Background: an optimization exercise with open tools, aiming at small area, a short achievable clock period and few clock cycles. Do not read the settings as production practice.
Function was checked by simulation only, so behaviour that the tests miss may differ from the original.
Power figures rest on the tool's default switching activity, not on a simulated workload.

==> flow/design.v, too long to show whole: its modules and the start of the top module <==
// module rgb2ac1c2_stream_ctrl: 2996 lines
// module ac_fa: 10 lines
// module ac_ha: 9 lines
// module ac_pg: 11 lines
// module ac_g: 8 lines
// module ac_sel3: 11 lines
module rgb2ac1c2_stream_ctrl #(
    parameter int unsigned WIDTH  = 640,
    parameter int unsigned HEIGHT = 480
) (
    input  logic        i_clk,
    input  logic        i_rst,
    input  logic        i_start,
    input  logic        i_coef_we,
    input  logic [3:0]  i_coef_addr,
    input  logic [15:0] i_coef_data,
    input  logic        i_valid,
    output logic        o_ready,
    input  logic [7:0]  i_R,
    input  logic [7:0]  i_G,
    input  logic [7:0]  i_B,
    output logic        o_valid,
    input  logic        i_ready,
    output logic [31:0] o_A,
    output logic [31:0] o_C1,
    output logic [31:0] o_C2,
    output logic        o_sof,
    output logic        o_eol,
    output logic        o_eof,
    output logic        o_busy,
    output logic        o_done
);
  // ...
==> flow/run.sh <==
#!/bin/bash
# synth_recipe.tcl (not shown) runs the flow's synth.tcl, then flattens the netlist and writes it again
# the make line also repeats each setting of config.mk as NAME=value (left out here)
make -C /OpenROAD-flow-scripts/flow DESIGN_CONFIG=/design/flow/config.mk WORK_HOME=/design/flow/orfs CLKGATE_MAP_FILE= SYNTH_SCRIPT=/design/flow/synth_recipe.tcl finish
==> flow/config.mk <==
export PLATFORM = sky130hd
export DESIGN_NAME = rgb2ac1c2_stream_ctrl
export DESIGN_NICKNAME = rgb2ac1c2_stream_ctrl
export VERILOG_FILES = /design/flow/design.v
export SDC_FILE = /design/flow/constraint.sdc
export NUM_CORES = 4
export LEC_CHECK = 0
export CAP_MARGIN = 20
export CORE_MARGIN = 2
export CORE_UTILIZATION = 40
export CTS_BUF_LIST = sky130_fd_sc_hd__clkbuf_16
export CTS_CLUSTER_DIAMETER = 80
export CTS_CLUSTER_SIZE = 25
export SETUP_SLACK_MARGIN = 2.8
export SLEW_MARGIN = 20
export SYNTH_HIERARCHICAL = 1
==> flow/constraint.sdc <==
create_clock -name core_clock -period 6.0 [get_ports {i_clk}]
set_input_delay 1.2000 -clock core_clock [delete_from_list [all_inputs] [get_ports {i_clk}]]
set_output_delay 1.2000 -clock core_clock [all_outputs]
set_load 0.01 [all_outputs]
==> run_results.csv, run 1 <==
group,metric,value,unit
power_and_ir_drop,combPwrFrac,65.3,%
clock_tree,htreeDepth,2,
global_route,grt_util_met1,29.9,%
die,dieArea,115000,µm²
timing,rsz0062_at_grt,"true",
critical_path,cpMostUsedCell,"fa_1",
global_route,globalRouteTotalUtil,23.4,%
logic_synthesis,synth_mux_area_share,0.0446,%
critical_path,slowest_stage,"a222oi_1",
critical_path,reg2reg_slack,2780,ps
outcome,status,"finished clean",
die,core-area,111000,µm²
timing,fin_ws,2780,ps
cells_and_area,design.seq.count,673,
cells_and_area,largest_class,"multi-input gates",
hold_path,min_path_cells,0,
power_and_ir_drop,ir_drop,0.950,mV
global_route,grt_max_degree,148,
cells_and_area,fin_area,50900,µm²
critical_path,worstSetupPathDepth,5,
critical_path,cpLargestDelayFamily,"adder cells",
timing,slew_violations,0,
die,die_w,339,µm
logic_synthesis,synth_top_area_share,36.3,%
route,wl,140,mm
logic_synthesis,synth_xor_area_share,2.96,%
placed_design,dp_hpwl,89.5,mm
power_and_ir_drop,powerDensity,698,nW/µm²
global_route,grt_pass1_wl,207,mm
global_route,antenna_found_initial,1,
logic_synthesis,netlist_instances,3150,
logic_synthesis,netlist_area,44900,µm²
power_and_ir_drop,pwr.group.sequential,8940,µW
logic_synthesis,yosys.area.top_type,"edfxtp_1",
logic_synthesis,synthTopCellsByCount,"a222oi_1, edfxtp_1, fa_1, ha_1, a21o_1",
logic_synthesis,synthFlopType,"edfxtp_1",
logic_synthesis,async_reset_ff_share,0,%
power_and_ir_drop,power-top-group,"combinational cells",
cells_and_area,layoutNonFillerInstCount,4918,
power_and_ir_drop,p_seq_share,25.2,%
timing,period_share,53.6,%
cells_and_area,multi_input_comb_cells,2315,
timing,relSlewSlack,34.1,%
critical_path,reg2reg_depth,5,
cells_and_area,top_register,"coef",
Testbench counts, summed over its fixed seeds: cycles 1,228,852.
==> run 2, diff against run 1 <==
--- a/flow/config.mk
+++ b/flow/config.mk
@@ -7,10 +7,10 @@
 export LEC_CHECK = 0
 export CAP_MARGIN = 20
 export CORE_MARGIN = 2
-export CORE_UTILIZATION = 40
+export CORE_UTILIZATION = 55
 export CTS_BUF_LIST = sky130_fd_sc_hd__clkbuf_16
-export CTS_CLUSTER_DIAMETER = 80
-export CTS_CLUSTER_SIZE = 25
+export CTS_CLUSTER_DIAMETER = 60
+export CTS_CLUSTER_SIZE = 20
 export SETUP_SLACK_MARGIN = 2.8
 export SLEW_MARGIN = 20
 export SYNTH_HIERARCHICAL = 1
==> run 2 against run 1 <==
Net effect: worst setup slack worse by 56 ps; highest routed layer unchanged; combinational power about the same; hold slack better by 3.7 ps; sequential share of layout area down 0.29 points; clock power up 36%; utilization up 18 points; largest power group unchanged; critical path type unchanged.
==> run_results.csv, run 2 <==
group,metric,value,unit
outcome,status,"finished clean",
logic_synthesis,yosys.area.top_type,"edfxtp_1",
route,drc,0,
power_and_ir_drop,combPwrFrac,62.9,%
route,routedWlPerCell,31.5,µm
run,cap_violations,0,
cells_and_area,regArea,18900,µm²
power_and_ir_drop,internal_power,22100,µW
logic_synthesis,synth_top_area_share,36.3,%
logic_synthesis,netlist_area,44900,µm²
power_and_ir_drop,p_switching,14500,µW
logic_synthesis,synth.most_common_cell,"a222oi_1",
power_and_ir_drop,powerDensity,713,nW/µm²
timing,relSlewSlack,33.4,%
timing,fmax,306,MHz
critical_path,worst-setup-path-type,"reg2reg",
cells_and_area,finalNetCount,4223,
critical_path,crit_required,6360,ps
timing,fin_skew,32.9,ps
clock_tree,cts_buffer_depth,3,
route,vias,34100,
logic_synthesis,synthFlopType,"edfxtp_1",
cells_and_area,largest_reg_flops,144,
clock_tree,cts_tree,"yes",
placed_design,port_buffers,131,
clock_tree,cts_buffers,67,
logic_synthesis,synth_area_per_cell,14.3,µm²
critical_path,crit_fanout,5,
cells_and_area,num-fill-cells,6045,
die,dieArea,84000,µm²
timing,finalCriticalPeriod,3270,ps
die,die_h,290,µm
die,core-area,80700,µm²
timing,rsz0062_at_grt,"true",
power_and_ir_drop,switching_share,39.6,%
global_route,grt_pass1_vias,35700,
route,firstDrtPassIters,19,
critical_path,cp.arrival,3640,ps
critical_path,startpoint_type,"flop",
logic_synthesis,synth_edf_count,543,
power_and_ir_drop,p_seq_share,24.6,%
global_route,antenna_found_initial,1,
placed_design,placed_area,47800,µm²
logic_synthesis,ys_seq_area_share,42.1,%
cells_and_area,syn_to_final_growth,14.3,%
route,ant_nets,0,
logic_synthesis,synth_seq_cells,673,
clock_tree,htreeDepth,3,
cells_and_area,final_common_cell,"a222oi_1",
cells_and_area,top_register,"coef",
timing,slew_violations,0,
die,num_rows,104,
timing,hold_viol,0,
logic_synthesis,netlist_instances,3150,
logic_synthesis,ys_top_cells_by_area,"edfxtp_1, fa_1, a222oi_1",
cells_and_area,fin_area,51300,µm²
route,via_per_inst,7.49,
power_and_ir_drop,ir_drop,1.40,mV
clock_tree,path_clk_slew,70,ps
clock_tree,cts_sinks,673,
route,wl,143,mm
cells_and_area,multi_input_area,25700,µm²
logic_synthesis,ys_warn_count,8,
timing,worstMarginPinSlew,999,ps
die,die_w,290,µm
critical_path,r2r_start,"q_cs0[7]",
cells_and_area,mostFrequentLayoutCells,"a222oi_1, edfxtp_1, fa_1",
global_route,grt_pass1_wl,215,mm
timing,period_share,54.5,%
critical_path,startpoint,"q_cs0[7]",
logic_synthesis,synthTopCellsByCount,"a222oi_1, edfxtp_1, fa_1, ha_1, a21o_1",
timing,whs,425,ps
route,drtIter0Drc,8335,
clock_tree,cts-hold-fix-buffers,0,
cells_and_area,drive_above_1_share,8.88,%
die,start_util,55.7,%
hold_path,worstHoldStart,"p_eol",
placed_design,gp_congestion,0.919,
global_route,grt_max_degree,144,
die,pin_count,153,
hold_path,worst_hold_path_type,"reg2reg",
global_route,grt.overflow.total,0,
clock_tree,insertion_delay,640,ps
clock_tree,cts_root_buf,"clkbuf_16",
power_and_ir_drop,pwr-share-clk,12.5,%
placed_design,dp_hpwl,92.0,mm
logic_synthesis,synthDistinctLibCells,68,
logic_synthesis,async_reset_ff_share,0,%
critical_path,end_kind,"flop",
power_and_ir_drop,p_leak,0.0192,µW
timing,setup_viol,0,
global_route,globalRouteTotalUtil,34.0,%
cells_and_area,final_util,63.6,%
## run 2: cell counts after synthesis
No cell type changed its count.
## run 2: path summary, 6_finish.rpt
| check | slack (ps) | endpoint | depth (start not counted) |
|---|---|---|---|
| setup / recovery | 2730 | o_A[26] | 10 |
| setup reg to reg | 2730 | o_A[26] | 10 |
| hold reg to reg | 430 | q_eol | 0 |
| hold / removal | 430 | q_eol | 0 |
## run 2: logic make-up (layout without fill, tap and decap cells)
family / Yosys count / after routing / synth area share, %
XOR/XNOR: 152 / 152 / 2.96
other: 2 / 25 / 0.0167
AND/OR/NAND/NOR: 390 / 390 / 4.81
flip-flops: 673 / 673 / 42.1
buffers and inverters: 187 / 506 / 1.74
AO/OA/AOI/OAI: 1008 / 1008 / 19.7
multiplexers: 2 / 2 / 0.0446
adder cells (fa/ha/maj): 736 / 736 / 28.7
## run 2: final cells by class
type / instances / area share, %
Sequential cell: 673 / 36.8
Clock buffer: 68 / 3.31
Antenna cell: 1 / 0.00487
Timing Repair Buffer: 237 / 4.73
Tap cell: 1060 / 2.58
Inverter: 146 / 1.07
Clock inverter: 55 / 1.36
Multi-Input combinational cell: 2312 / 50.1
## run 2: Yosys stat by module (local to each module, per instance)
module,flip-flops and latches,area [µm²],cells inside
ac_ha,0,12.5,1
rgb2ac1c2_stream_ctrl,673,26200,1719
ac_g,0,7.51,1
ac_fa,0,20.0,1
ac_pg,0,13.8,2
ac_sel3,0,10.0,1
## run 2: metal layers
metal / part of all wire [%] / GRT usage, % / vias to the layer above / routed length [µm]
met1: 35 / 43.3 / 16700 / 50100
li1: - / - / 13800 / -
met2: 48 / 56.4 / 2846 / 68300
met4: 5.4 / 15.2 / 0 / 7670
met5: 0 / 0 / - / 0
met3: 12 / 7.13 / 737 / 17100
## run 2: what timing repair did
item | CTS | global route
pin swaps | 20 | 29
setup endpoints to repair | 166 | 89
buffers inserted | 41 | 19
gates resized for setup | 36 | 51
cloned | 0 | 2
## run 2: per-stage QoR
step	cells	setup slack (ps)	power [µW]	TNS [ps]
floorplan	3172	-2460	23500	-754390
global placement	4366	2180	28400	0
detailed placement	4366	2080	29000	0
CTS	4530	2670	35600	0
global route	4551	2660	39400	0
finish	4552	2730	36600	0
## run 2: power by group through the flow
| stage | registers [µW] | clock network [µW] | logic (µW) |
|---|---|---|---|
| 4_1_cts | 8970 | 4660 | 21900 |
| 2_1_floorplan | 9010 | 0 | 14400 |
| 3_3_place_gp | 9030 | 0 | 19400 |
| 5_1_grt | 9140 | 4850 | 25400 |
| 3_5_place_dp | 9100 | 0 | 19900 |
| 6_report | 8990 | 4590 | 23000 |
## run 2: worst max-delay path, cell delays in order, from the launching register on
cell      delay (ps)
edfxtp_1         430
fa_2             620
fa_1             460
ha_4             240
and2_1           130
a21o_1           190
a21o_4           260
a21o_4           230
buf_12           130
a21o_1           180
xnor2_1          140

==> afterwards: timing with drivers on the ports <==
The flow's constraints put no driver on any port. The routed layouts listed below were extracted and timed again, unchanged, in two steps. Step 1 (the two cells are an assumption about what drives the block):
set clk [get_ports {i_clk}]
set_driving_cell -lib_cell sky130_fd_sc_hd__clkbuf_16 $clk
set_driving_cell -lib_cell sky130_fd_sc_hd__buf_2 [delete_from_list [all_inputs] $clk]
Step 2 adds t to the input delays and takes it off the output delays; t is the mean of the earliest and latest rising clock arrival at the registers after step 1. Input paths then give back, and output paths get back, about the clock's delay inside the block. Slacks: no drivers / after step 1 / after step 2; pairs: no drivers / after step 1.
run	t, ns	setup slack, ns	cell pins on the clock port's net
run 1	0.722	2.783 / 2.783 / 2.390	1
run 2	0.691	2.727 / 2.727 / 2.449	1
After both steps every run listed still meets setup and hold. For run 1, which loses most, drivers alone change the setup slack by 0.000 ns; drivers and shift together by -0.393 ns.
